Context: an optimization exercise on an open-source flow, tuned for small area. The choices shown serve that exercise and are no tape-out recipe. In this exercise RTL edits were held to simulation tests only and were not proved equivalent to the original. Power is estimated from default activity; no workload was simulated.

### flow/config.mk
export PLATFORM = sky130hd
export DESIGN_NAME = multicycle_core
export DESIGN_NICKNAME = multicycle_core
export VERILOG_FILES = /design/flow/design.v
export SDC_FILE = /design/flow/constraint.sdc
export NUM_CORES = 4
export LEC_CHECK = 0
export ABC_AREA = 1
export CAP_MARGIN = 20
export CORE_MARGIN = 2
export CORE_UTILIZATION = 55
export PLACE_DENSITY = 0.65
export SLEW_MARGIN = 20
export SYNTH_HIERARCHICAL = 1
export SYNTH_MINIMUM_KEEP_SIZE = 0
### flow/constraint.sdc
create_clock -name core_clock -period 10.0 [get_ports {clk}]
set_input_delay 2.0000 -clock core_clock [delete_from_list [all_inputs] [get_ports {clk}]]
set_output_delay 2.0000 -clock core_clock [all_outputs]
set_load 0.01 [all_outputs]
### flow/design.v
package core_pkg;
  localparam logic [5:0] OP_RTYPE = 6'b000000;
  localparam logic [5:0] OP_ADDI  = 6'b001000;
  localparam logic [5:0] OP_LW    = 6'b100011;
  localparam logic [5:0] OP_SW    = 6'b101011;
  localparam logic [5:0] OP_BEQ   = 6'b000100;
  localparam logic [5:0] OP_BNE   = 6'b000101;
  localparam logic [5:0] OP_J     = 6'b000010;
  localparam logic [5:0] FN_ADD   = 6'b100000;
  localparam logic [5:0] FN_SUB   = 6'b100010;
  localparam logic [5:0] FN_AND   = 6'b100100;
  localparam logic [5:0] FN_OR    = 6'b100101;
  localparam logic [5:0] FN_SLT   = 6'b101010;
  localparam logic [5:0] FN_SLL   = 6'b000000;
  localparam logic [5:0] FN_SRL   = 6'b000010;
  localparam logic [3:0] S_INIT   = 4'd0;    
  localparam logic [3:0] S_FETCH  = 4'd1;    
  localparam logic [3:0] S_WAIT   = 4'd2;    
  localparam logic [3:0] S_RDT    = 4'd3;    
  localparam logic [3:0] S_SHQ    = 4'd4;    
  localparam logic [3:0] S_EXEC   = 4'd5;    
  localparam logic [3:0] S_P2     = 4'd6;    
  localparam logic [3:0] S_MEM    = 4'd7;    
  localparam logic [3:0] S_WAITWB = 4'd8;    
  localparam logic [3:0] S_SWD    = 4'd9;    
  localparam logic [3:0] S_MEMW   = 4'd10;   
  localparam logic [3:0] S_LWB    = 4'd12;   
  localparam logic [3:0] S_HALT   = 4'd11;
endpackage
module core_alu (
  input  logic [3:0] a,
  input  logic [3:0] b,
  input  logic       cin,
  input  logic       sub,
  input  logic       lop,    
  input  logic       lor,    
  output logic [3:0] y,
  output logic       cout
);
  logic [3:0] bb, s;
  logic [4:0] c;
  assign bb = b ^ {4{sub}};
  assign c[0] = cin;
  for (genvar i = 0; i < 4; i++) begin : g_fa
    assign s[i]   = a[i] ^ bb[i] ^ c[i];
    assign c[i+1] = (a[i] & bb[i]) | (a[i] & c[i]) | (bb[i] & c[i]);
  end
  assign cout = c[4];
  assign y = !lop ? s : lor ? (a | b) : (a & b);
endmodule
module core_rf (
  input  logic       clk,
  input  logic       clr,      
  input  logic       wen,
  input  logic [4:0] wa,
  input  logic [3:0] wd,
  input  logic [4:0] ra,
  output logic [3:0] rq
);
  logic [991:0] rf;            
  logic [7:0] rhi;
  logic [3:0] rlo;
  always_comb begin
    for (int j = 0; j < 8; j++) rhi[j] = ra[4:2] == 3'(j);
    for (int k = 0; k < 4; k++) rlo[k] = ra[1:0] == 2'(k);
    rq = 4'b0000;
    for (int i = 1; i < 32; i++) rq = rq | (rf[32*(i-1) +: 4] & {4{rhi[i/4] & rlo[i%4]}});
  end
  logic [7:0] whi;
  logic [3:0] wlo;
  always_comb begin
    for (int j = 0; j < 8; j++) whi[j] = clr || (wen && wa[4:2] == 3'(j));
    for (int k = 0; k < 4; k++) wlo[k] = clr || wa[1:0] == 2'(k);
  end
  always_ff @(posedge clk)
    for (int i = 1; i < 32; i++)
      rf[32*(i-1) +: 32] <= {(whi[i/4] && wlo[i%4]) ? wd : rf[32*(i-1) +: 4], rf[32*(i-1) + 4 +: 28]};
endmodule
import core_pkg::*;
module multicycle_core #(
  parameter int                ADDR_W   = 32,
  parameter logic [ADDR_W-1:0] RESET_PC = '0
) (
  input  logic              clk,
  input  logic              rst,
  output logic              imem_req,
  output logic [ADDR_W-1:0] imem_addr,
  input  logic              imem_ready,
  input  logic [31:0]       imem_rdata,
  output logic              dmem_req,
  output logic              dmem_we,
  output logic [ADDR_W-1:0] dmem_addr,
  output logic [31:0]       dmem_wdata,
  input  logic              dmem_ready,
  input  logic [31:0]       dmem_rdata,
  output logic [ADDR_W-1:0] pc_out,
  output logic [31:0]       alu_result,
  output logic              retire,
  output logic              halted
);
  logic [3:0]   state, state_n;
  logic [2:0]   ph;
  logic [31:0]  ir, ar;
  logic [31:0]  pc;            
  logic [4:0]   srt;           
  logic [2:0]   prev;          
  logic         c, cp, ret_q;
  logic [5:0] op, fn;
  logic [4:0] rs, rt, rd, sh, dest, rsel;
  assign op = ir[31:26];
  assign fn = ir[5:0];
  assign rs = ir[25:21];
  assign rt = ir[20:16];
  assign rd = ir[15:11];
  assign sh = ir[10:6];
  logic is_r, is_mem, is_sw, is_addi, is_br, is_j, is_slt, is_sh, writes, need_rt;
  assign is_mem  = op[5];
  assign is_sw   = op[5] & op[3];
  assign is_addi = !op[5] & op[3];
  assign is_br   = !op[5] & op[2];
  assign is_j    = !op[5] & op[1];
  assign is_r    = !op[5] & !op[3] & !op[2] & !op[1];
  assign is_slt  = is_r & fn[3];
  assign is_sh   = is_r & !fn[5];
  assign writes  = is_r | is_addi | (is_mem & !is_sw);
  assign need_rt = is_r | is_br;
  assign dest    = is_r ? rd : rt;
  function automatic logic legal_f(input logic [31:0] w);
    logic [5:0] o, f;
    o = w[31:26];
    f = w[5:0];
    if (o == OP_RTYPE)
      legal_f = f == FN_ADD || f == FN_SUB || f == FN_AND || f == FN_OR || f == FN_SLT ||
                f == FN_SLL || f == FN_SRL;
    else
      legal_f = o == OP_ADDI || o == OP_LW || o == OP_SW || o == OP_BEQ || o == OP_BNE || o == OP_J;
  endfunction
  logic ph0, ph7;
  assign ph0 = ph == 3'd0;
  assign ph7 = ph == 3'd7;
  logic st_init, st_fetch, st_rdt, st_shq, st_exec, st_p2, st_mem, st_swd, st_memw, st_lwb;
  assign st_init  = state == S_INIT;
  assign st_fetch = state == S_FETCH;
  assign st_rdt   = state == S_RDT;
  assign st_shq   = state == S_SHQ;
  assign st_exec  = state == S_EXEC;
  assign st_p2    = state == S_P2;
  assign st_mem   = state == S_MEM;
  assign st_swd   = state == S_SWD;
  assign st_memw  = state == S_MEMW;
  assign st_lwb   = state == S_LWB;
  logic [3:0]   rq;
  assign rsel = st_swd ? srt : st_rdt ? rt : rs;
  logic [3:0] irq, immq;
  assign irq  = ir[{ph, 2'b00} +: 4];
  assign immq = ph[2] ? {4{ir[15]}} : irq;
  logic [3:0] alu_y;
  logic       alu_c, sub, lt, eq, taken;
  assign sub = is_r & fn[5] & fn[1];
  core_alu u_alu (
    .a(rq), .b(is_r ? ar[3:0] : immq), .cin(ph0 ? sub : c), .sub(sub),
    .lop(is_r & fn[2]), .lor(fn[0]), .y(alu_y), .cout(alu_c)
  );
  assign lt    = (rq[3] ^ ar[3]) ? rq[3] : alu_y[3];
  assign eq    = c & (rq == ar[3:0]);
  assign taken = eq ^ op[0];
  logic [2:0] nrot;
  logic [1:0] rb;
  logic [4:0] m;
  logic       klt, keq;
  logic [6:0] win;
  logic [3:0] shq;
  assign rb   = fn[1] ? 2'd0 - sh[1:0] : sh[1:0];
  assign nrot = fn[1] ? sh[4:2] + 3'(sh[1:0] != 2'd0) : 3'd0 - sh[4:2];
  assign win  = {ar[3:0], ph0 ? ar[31:29] : prev};
  assign m   = fn[1] ? ~sh : sh;
  assign klt = ph < m[4:2];
  assign keq = ph == m[4:2];
  always_comb
    for (int b = 0; b < 4; b++)
      shq[b] = win[3'(b + 3) - 3'(rb)] &
               (fn[1] ? (klt || (keq && 2'(b) <= m[1:0])) : !(klt || (keq && 2'(b) < m[1:0])));
  logic [3:0] exres, p2res;
  assign exres = is_sh ? shq : alu_y;
  assign p2res = {3'b000, c & ph0};
  logic       pc_shift, pcin, pc_c;
  logic [3:0] pc_s, pc_in;
  assign pc_shift = st_init || st_exec || (st_p2 && is_br);
  assign pcin = (st_exec & ph0) | (cp & !ph0);
  assign {pc_c, pc_s} = {1'b0, pc[3:0]} + {1'b0, st_p2 ? immq : 4'b0000} + {4'b0000, pcin};
  always_comb begin
    pc_in = pc_s;
    if (st_init) pc_in = 4'b0000;
    else if (st_exec && is_j) begin
      if (ph < 3'd6) pc_in = irq;
      else if (ph == 3'd6) pc_in[1:0] = irq[1:0];
    end
  end
  logic [3:0] first;
  assign imem_req   = st_fetch;
  assign imem_addr  = ADDR_W'({pc[29:0], 2'b00});
  assign dmem_req   = st_mem || st_memw;
  assign dmem_we    = st_memw;
  assign dmem_addr  = ADDR_W'(ar);
  assign dmem_wdata = ir;
  assign alu_result = ar;
  assign pc_out     = ADDR_W'({pc[29:0], 2'b00});
  assign halted     = state == S_HALT;
  assign retire     = ret_q;
  assign first      = need_rt ? S_RDT : S_EXEC;
  logic need_rt_in;
  assign need_rt_in = !imem_rdata[31] && !imem_rdata[29] && !imem_rdata[27];
  always_comb begin
    state_n = state;
    case (state)
      S_INIT:   if (ph7) state_n = S_FETCH;
      S_FETCH:  if (imem_ready) state_n = !legal_f(imem_rdata) ? S_HALT : !ph7 ? S_WAIT :
                                          need_rt_in ? S_RDT : S_EXEC;
      S_WAIT:   if (ph7) state_n = first;
      S_RDT:    if (ph7) state_n = is_sh ? S_SHQ : S_EXEC;
      S_SHQ:    if (ph7) state_n = S_EXEC;
      S_EXEC:   if (ph7) state_n = is_sw ? S_SWD : is_mem ? S_MEM :
                                   (is_slt || (is_br && taken)) ? S_P2 : S_FETCH;
      S_P2:     if (ph7) state_n = S_FETCH;
      S_MEM:    if (dmem_ready) state_n = ph7 ? S_LWB : S_WAITWB;
      S_WAITWB: if (ph7) state_n = S_LWB;
      S_LWB:    if (ph7) state_n = S_FETCH;
      S_SWD:    if (ph7) state_n = S_MEMW;
      S_MEMW:   if (dmem_ready) state_n = S_FETCH;
      default:  ;
    endcase
  end
  always_ff @(posedge clk or negedge rst)
    if (!rst) begin
      state <= S_INIT;
      ph    <= 3'd0;
      ret_q <= 1'b0;
    end else begin
      state <= state_n;
      ph    <= ph + 3'd1;
      ret_q <= (st_exec && ph7 && !is_mem && !is_slt && !(is_br && taken))
            || (st_p2 && ph7)
            || ((st_mem || st_memw) && dmem_ready);
    end
  logic       wen;
  logic [3:0] wbits;
  logic [4:0] wa;
  assign wa    = st_lwb ? srt : dest;
  assign wen   = ((st_exec || st_p2) && writes && dest != 5'd0) || (st_lwb && srt != 5'd0);
  assign wbits = st_init ? 4'b0000 : st_exec ? exres : st_lwb ? ir[3:0] : p2res;
  core_rf u_rf (.clk(clk), .clr(st_init), .wen(wen), .wa(wa), .wd(wbits), .ra(rsel), .rq(rq));
  always_ff @(posedge clk) begin
    if (st_fetch) ir <= imem_rdata;
    else if (st_mem) ir <= dmem_rdata;
    else if (st_swd) ir <= {rq, ir[31:4]};
    else if (st_lwb) ir <= {ir[3:0], ir[31:4]};
    if (st_exec) srt <= rt;
    if (pc_shift) begin
      pc <= {pc_in, pc[31:4]};
      cp <= pc_c;
    end
    if (st_exec) c <= is_br ? (ph0 | c) & (rq == ar[3:0]) : (ph7 & is_slt) ? lt : alu_c;
    prev <= ar[3:1];
    if (st_rdt) ar <= {rq, ar[31:4]};
    else if (st_exec) ar <= {exres, ar[31:4]};
    else if (st_p2) ar <= {p2res, ar[31:4]};
    else if (st_shq && ph < nrot) ar <= {ar[3:0], ar[31:4]};
  end
endmodule
### flow/flow/run.sh
#!/bin/bash
# Standard ORFS layout, with the smallest buffer on the ports and a clock tree without dummy loads.
set -euo pipefail
export BUFFER_PORTS_ARGS="-buffer_cell sky130_fd_sc_hd__buf_1"
export CTS_ARGS="-sink_clustering_enable -repair_clock_nets -dont_use_dummy_load -buf_list {sky130_fd_sc_hd__clkbuf_8 sky130_fd_sc_hd__clkbuf_16} -sink_clustering_size 24 -sink_clustering_max_diameter 50"
bash standard.sh > standard.log 2>&1
### flow/standard.sh
#!/bin/bash
# synth_recipe.tcl (not shown) runs the flow's synth.tcl, then flattens the netlist and writes it again
# the make line also repeats each setting of config.mk as NAME=value (left out here)
make -C /OpenROAD-flow-scripts/flow DESIGN_CONFIG=/design/flow/config.mk WORK_HOME=/design/flow/orfs CLKGATE_MAP_FILE= SYNTH_SCRIPT=/design/flow/synth_recipe.tcl "${@:-finish}"
==> results.yml, run 1 <==
clock_tree:
  cts_resized: 0
  cts_setup_buffers: 0
  h-tree-depth: 3
  cts_hold_buf: 0
  clkLatencyLatePin_ns: 0.63
  cts_tree: "done"
  cts_buffer_depth: 3
  cts_buffers: 72
  cts_sinks: 1106
  cts_root_buf: "clkbuf_16"
  clk_pin_slew_ns: 0.09
critical_path:
  worst-path-buf-inv: 5
  rrSetupSlack_ns: 3.26
  cp_slowest_stage_delay_ns: 0.59
  crit_fanout: 23
  rr_startpoint: "state[2]"
  crit_arrival_ns: 7.26
  crit_top_cell: "nand2_1"
  end_kind: "flip-flop"
  crit_family: "simple AND/OR/NAND/NOR gates"
  crit_required_ns: 10.52
  start_kind: "flip-flop"
  crit_type: "reg2reg"
  r2r-end: "u_rf.rf[30]"
  rr_worst_depth: 27
  cpMaxStageDelayCell: "clkinv_1"
placement:
  dpl.hpwl_mm: 43.25
  port_buffers: 228
  gp_congestion: 0.9455
  place_inst: 3280
global_routing:
  grt_max_degree: 65
  grt_usage_pct: 22.13
  grt_pass1_wl_mm: 93.70
  antenna_found_initial: 0
  grt_pass1_vias: 16060
  overflow: 0
synthesis:
  ys_seq_elements: 1106
  synth.distinct_cells: 47
  syn_area_per_cell_um2: 12.01
  postSynthCellCount: 2493
  async_reset_ff_share_pct: 0.7233
  yosysWarnings: 8
  synthFlopType: "dfxtp_1"
  synth-edff-count: 103
  yosysSeqAreaShare_pct: 77.56
  syn_area_mm2: 0.02993
sta:
  timing.final.crit_share_pct: 67.45
  fmax_mhz: 148.3
  drv_slew: 0
  setup_viol: 0
  worst-slew-pin-transition_ns: 1.136
  slew_headroom_pct: 23.66
  finClkSkew_ns: 0.09404
  fin_hold_ws_ns: 0.2778
  fin_tns_setup_ns: 0
  hold_viol_final: 0
  period_needed_ns: 6.745
  rsz0062_at_grt: "no"
run_status:
  outcome: "complete, no violations"
route:
  drc: 0
  met2_length_mm: 27.75
  wl_met3_mm: 3.398
  dr.first_iter.drc_count: 1277
  avgRoutedWirePerCell_um: 18.43
  totalWireLength_mm: 61.78
  viasPerCell: 4.984
  vias: 16710
  ant_nets: 0
  first_pass_iters: 5
  topRoutingLayerUsed: "met4"
  met1_length_mm: 28.28
floorplanning:
  row_count: 85
  die_h_um: 237.3
  fp.dieW_um: 237.3
  core_area_mm2: 0.05381
  io_pins: 233
  initial_core_util_pct: 55.61
  dieArea_mm2: 0.05630
hold_path:
  whs_endpoint: "u_rf.rf[937]"
  whs_path_depth: 0
  hp-class: "reg2reg"
  min_from: "u_rf.rf[941]"
power_and_ir_drop:
  p_leak_nw: 13.08
  irDropWorstVdd_mv: 0.2398
  p_per_area_mw_per_mm2: 313.7
  fin_total_pwr_mw: 10.23
finish:
  nets: 2750
  antenna_cells: 0
  fin_cells: 3352
  area_growth_pct: 8.900
  layout_common_cells: "995 x dfxtp_1, 511 x nand2_1, 228 x buf_1, 187 x o21ai_0, 151 x nor2_1"
  fillers: 4375
  drive_gt1_share_pct: 4.593
  layout_commonest_cell: "dfxtp_1"
flow_run:
  cap_violations: 0
==> per-stage QoR <==
step	instance area (um2)	worst slack, ns	util (%)
floorplan	29940	5.369	-
global placement	30780	3.135	57.19
detailed placement	30780	2.951	57.20
CTS	32580	2.962	60.55
global route	32590	2.656	60.57
finish	32590	3.255	60.57
==> layer usage <==
layer	up-vias	global-route usage, %
li1	8241	-
met1	7851	30.26
met2	468	34.59
met3	145	4.587
met4	0	9.167
met5	-	0
==> worst max-delay path by stage <==
stage	startpoint	end	slack, ns	depth (start not counted)
floorplan	state[1]	u_rf.rf[127]	5.37	31
global placement	state[3]	u_rf.rf[446]	3.13	27
detailed placement	state[3]	u_rf.rf[414]	2.95	27
CTS	state[3]	u_rf.rf[126]	2.96	27
global route	state[1]	u_rf.rf[158]	2.66	28
finish	state[2]	u_rf.rf[30]	3.26	27
==> cells in the mapped netlist, types with 2 or more instances <==
cell type	n	area, um2
nand2_1	511	1918
buf_2	20	100.1
edfxtp_1	103	3093
o211ai_1	23	172.7
dfrtp_1	8	200.2
clkinv_1	3	11.26
a31oi_1	33	206.5
inv_2	12	45.04
nand3_2	5	50.05
nand3b_1	3	22.52
nor2_2	6	37.54
clkbuf_1	26	97.59
nor2_1	152	570.6
ha_1	18	225.2
fa_1	6	120.1
inv_1	93	349.1
o21ai_1	6	30.03
o21ai_0	188	940.9
nand4_1	30	187.7
a21oi_1	36	180.2
xor2_1	5	43.79
nand2_2	4	25.02
xnor2_1	6	52.55
nand3_1	74	370.4
nor2_4	3	33.78
or2_2	3	18.77
o221ai_1	2	17.52
buf_4	100	750.7
dfxtp_1	995	19920
buf_1	2	7.510
==> flip-flops by register name (all words and copies together), names as in the netlist, 3 cells and up <==
signal and flops:
ph 3, ar 32, state 4, ir 32
srt 5, pc 32, u_rf.rf 992, prev 3
==> final cells by class <==
type	count	area (um2)	share of cell area, %
Multi-Input combinational cell	1132	5371	16.48
Inverter	108	405.4	1.244
Timing Repair Buffer	238	930.9	2.856
Sequential cell	1106	23210	71.22
Tap cell	696	870.8	2.672
Clock buffer	72	1802	5.528
==> cells by family (layout without fill, tap and decap cells) <==
group / Yosys count / after routing / share of synthesized area [%]
AO/OA/AOI/OAI: 296 / 296 / 5.376
XOR/XNOR: 11 / 11 / 0.3219
adder cells (fa/ha/maj): 24 / 24 / 1.154
buffers and inverters: 258 / 418 / 4.603
flip-flops: 1106 / 1106 / 77.56
multiplexers: 1 / 1 / 0.03345
other: 1 / 4 / 0.01253
AND/OR/NAND/NOR: 796 / 796 / 10.94
==> worst reg2reg max path, cell delays in order (launching register included) <==
cell and delay (ns):
dfrtp_1 0.45, nor2_2 0.21, nand2_1 0.41, inv_1 0.39, nand2_1 0.15, a31oi_4 0.58, inv_1 0.35, nand3_1 0.17
nor2_1 0.09, nand2_1 0.09, nand2_1 0.06, nor2_1 0.11, nand2_1 0.06, nor2_1 0.11, nand2_1 0.20, fa_1 0.48
fa_1 0.37, inv_1 0.07, fa_1 0.40, or2_2 0.28, nand2_1 0.07, nand2_1 0.06, o21ai_0 0.09, nand2_1 0.09
o21ai_0 0.11, clkinv_1 0.59, buf_4 0.46, o21ai_0 0.20
==> modules after synthesis (local to each module, per instance) <==
module | cells | times used | flops+latches | cell area [um2]
core_alu | 43 | 1 | 0 | 249.0
core_rf | 1615 | 1 | 992 | 22520
multicycle_core | 835 | 1 | 114 | 7162
==> power by group <==
group	total (mW)	internal [mW]	switching [mW]
clock	2.56	1.27	1.29
sequential	5.49	5.11	0.384
combinational	2.17	0.574	1.60
total	10.2	6.95	3.27
==> run 2: changes to the inputs <==
==> flow/flow/run.sh (replaced) <==
#!/bin/bash
# Standard ORFS layout, with the smallest buffer on the ports and a clock tree without dummy loads.
set -euo pipefail
export BUFFER_PORTS_ARGS="-buffer_cell sky130_fd_sc_hd__buf_1"
export CTS_ARGS="-sink_clustering_enable -repair_clock_nets -dont_use_dummy_load -buf_list {sky130_fd_sc_hd__clkbuf_8} -sink_clustering_size 20 -sink_clustering_max_diameter 60 -sink_clustering_levels 2"
bash standard.sh > standard.log 2>&1
==> run 2 against run 1 <==
Still clean. Hold slack is essentially flat. Clock skew grew 0.027 ns. Combinational power is essentially flat. Register-to-register slack gained 0.06 ns. Cell count is essentially flat. Count of clock-buffer cells in the layout is the same. Setup slack gained 0.059 ns. Clock power shrank 27%. Sequential cell count is the same. Die area is the same. Sequential share of layout area grew 1.8 points. Largest cell class unchanged. Largest power group unchanged. Highest routed layer unchanged.
==> results.yml, run 2 <==
global_routing:
  grt_max_degree: 65
  grt_usage_pct: 22.01
  overflow: 0
  antenna_found_initial: 1
  grt_pass1_vias: 15980
  grt_pass1_wl_mm: 93.19
floorplanning:
  fp.dieW_um: 237.3
  initial_core_util_pct: 55.61
  dieArea_mm2: 0.05630
  core_area_mm2: 0.05381
  io_pins: 233
  die_h_um: 237.3
  row_count: 85
clock_tree:
  cts_buffer_depth: 3
  clk_pin_slew_ns: 0.08
  cts_hold_buf: 0
  cts_buffers: 72
  cts_resized: 0
  h-tree-depth: 3
  clkLatencyLatePin_ns: 0.70
  cts_sinks: 1106
  cts_setup_buffers: 0
  cts_tree: "done"
  cts_root_buf: "clkbuf_8"
sta:
  fin_tns_setup_ns: 0
  setup_slack_ns: 3.314
  finClkSkew_ns: 0.1215
  timing.final.crit_share_pct: 66.86
  hold_viol_final: 0
  drv_slew: 0
  period_needed_ns: 6.686
  fmax_mhz: 149.6
  slew_headroom_pct: 20.69
  worst-slew-pin-transition_ns: 1.181
  setup_viol: 0
  rsz0062_at_grt: "no"
synthesis:
  post_synth_main_area_contributors: "dfxtp_1 67%, edfxtp_1 10%, nand2_1 6.4%"
  ys_top_cells_by_count: "995 x dfxtp_1, 511 x nand2_1, 188 x o21ai_0"
  postSynthCellCount: 2493
  yosysSeqAreaShare_pct: 77.56
  ys_seq_elements: 1106
  yosysTopAreaCellShare_pct: 66.56
  syn_area_mm2: 0.02993
  syn_area_per_cell_um2: 12.01
  synth.most_common_cell: "dfxtp_1"
  yosys.area.top_type: "dfxtp_1"
  synthFlopType: "dfxtp_1"
  async_reset_ff_share_pct: 0.7233
  synth-edff-count: 103
  yosysWarnings: 8
  synth.distinct_cells: 47
route:
  ant_nets: 0
  viasPerCell: 4.964
  dr.first_iter.drc_count: 1314
  first_pass_iters: 6
  totalWireLength_mm: 61.43
  vias: 16640
  avgRoutedWirePerCell_um: 18.32
  drc: 0
critical_path:
  cpMaxStageDelayCell: "a31oi_4"
  cp_slowest_stage_delay_ns: 0.58
  crit_required_ns: 10.57
  crit_top_cell: "nand2_1"
  end_kind: "flip-flop"
  crit_arrival_ns: 7.25
  start_kind: "flip-flop"
  crit_type: "reg2reg"
  crit_fanout: 23
finish:
  nets: 2750
  fillers: 4473
  drive_gt1_share_pct: 4.593
  layout_common_cells: "995 x dfxtp_1, 511 x nand2_1, 228 x buf_1, 187 x o21ai_0, 151 x nor2_1"
  multi_input_area_mm2: 0.005371
  layout_commonest_cell: "dfxtp_1"
  area_growth_pct: 6.200
  largest_reg_flops: 992
  regMostFlops: "u_rf.rf"
  seqCellArea_mm2: 0.02321
power_and_ir_drop:
  p_leak_nw: 12.71
  irDropWorstVdd_mv: 0.1767
  p_clk_share_pct: 19.5
  switchingPower_mw: 3.181
  p_per_area_mw_per_mm2: 299.2
  pwr-share-seq_pct: 57.7
  switching_share_pct: 33.44
  p_int_mw: 6.330
  power_frac_comb_pct: 22.8
flow_run:
  cap_violations: 0
placement:
  port_buffers: 228
  dpl.hpwl_mm: 43.25
  dp_slack_ns: 2.951
  gp_congestion: 0.9455
run_status:
  outcome: "complete, no violations"
hold_path:
  hp-class: "reg2reg"
## run 2: cell counts after synthesis
No cell type changed its count.
## run 2: layer usage
| layer | wire (um) | global-route usage, % |
|---|---|---|
| met2 | 27510 | 34.34 |
| met5 | 0 | 0 |
| met1 | 28530 | 30.28 |
| met4 | 2272 | 8.710 |
| met3 | 3111 | 4.622 |
## run 2: cell families after synthesis
kind of cell               after synthesis  share of synthesized area [%]
AOI/OAI and AO/OA                      296                          5.376
xor gates and xnor gates                11                         0.3219
adders and majority gates               24                          1.154
buffers and inverters                  258                          4.603
DFF                                   1106                          77.56
muxes                                    1                        0.03345
other                                    1                        0.01253
and+or+nand+nor                        796                          10.94
## run 2: power by group through the flow
| stage | Combinational (mW) | Sequential, mW | Clock (mW) |
|---|---|---|---|
| 6_report | 2.17 | 5.49 | 1.86 |
| 3_3_place_gp | 2.15 | 5.57 | 0 |
| 2_1_floorplan | 1.54 | 5.47 | 0 |
| 4_1_cts | 2.17 | 5.49 | 1.92 |
| 3_5_place_dp | 2.16 | 5.59 | 0 |
| 5_1_grt | 2.41 | 5.54 | 2.08 |
## run 2: layout make-up
cell class / count / share of cell area (%)
Sequential cell: 1106 / 73.03
Multi-Input combinational cell: 1132 / 16.90
Clock buffer: 72 / 3.118
Timing Repair Buffer: 238 / 2.929
Tap cell: 696 / 2.740
Inverter: 108 / 1.275
Antenna cell: 1 / 0.007873
## run 2: critical path, delay by kind of cell, from the launching register on
kind                       cells  cell delay (ns)
adders and majority gates      3             1.24
buffers and inverters          5             1.83
AOI/OAI and AO/OA              4             0.96
and+or+nand+nor               15             2.20
DFF                            1             0.43
## run 2: worst paths after layout
| kind | from | endpoint | slack [ns] | cells after the start |
|---|---|---|---|---|
| setup / recovery | state[3] | u_rf.rf[126] | 3.31 | 27 |
| hold / removal | u_rf.rf[549] | u_rf.rf[545] | 0.28 | 0 |
| setup reg to reg | state[3] | u_rf.rf[126] | 3.31 | 27 |
| hold reg to reg | u_rf.rf[549] | u_rf.rf[545] | 0.28 | 0 |
| max in group asynchronous | rst | ph[2] | 8.13 | 1 |
| min in group asynchronous | rst | state[0] | 1.34 | 1 |
## run 2: metrics by stage
| stage | std cells | hold WS (ns) | area, um2 | total power [mW] | utilization, % |
|---|---|---|---|---|---|
| after floorplan | 2496 | 0.3096 | 29940 | 7.012 | - |
| after global placement | 3280 | 0.3095 | 30780 | 7.726 | 57.19 |
| after detailed placement | 3280 | 0.3121 | 30780 | 7.753 | 57.20 |
| after CTS | 3352 | 0.2718 | 31770 | 9.588 | 59.04 |
| after global routing | 3353 | 0.2791 | 31780 | 10.03 | 59.06 |
| final | 3353 | 0.2781 | 31780 | 9.511 | 59.06 |
## run 2: Yosys stat by module, one instance, submodules excluded
module | times used | cell area [um2] | cells inside | flip-flops and latches
core_rf | 1 | 22520 | 1615 | 992
multicycle_core | 1 | 7162 | 835 | 114
core_alu | 1 | 249.0 | 43 | 0

## what the ideal ports hide
Ports are ideal in the flow. The routed layouts listed here were re-timed in OpenROAD. Step 1, drivers: a clkbuf_16 drives clk and a buf_2 each remaining input, both assumed. Step 2 moves the port delays by t, midway between the first and last clock arrival at a register: inputs arrive t later, outputs are due t later. That takes back most of the time a late clock gives input paths. Slacks: no drivers / after step 1 / after step 2; pairs: no drivers / after step 1.
run | shift t [ns] | slack for setup (ns) | worst setup path after step 2
run 1 | 0.640 | 3.255 / 3.255 / 3.255 | register to register
run 2 | 0.690 | 3.314 / 3.314 / 3.314 | register to register
After both steps every run listed still meets setup and hold.
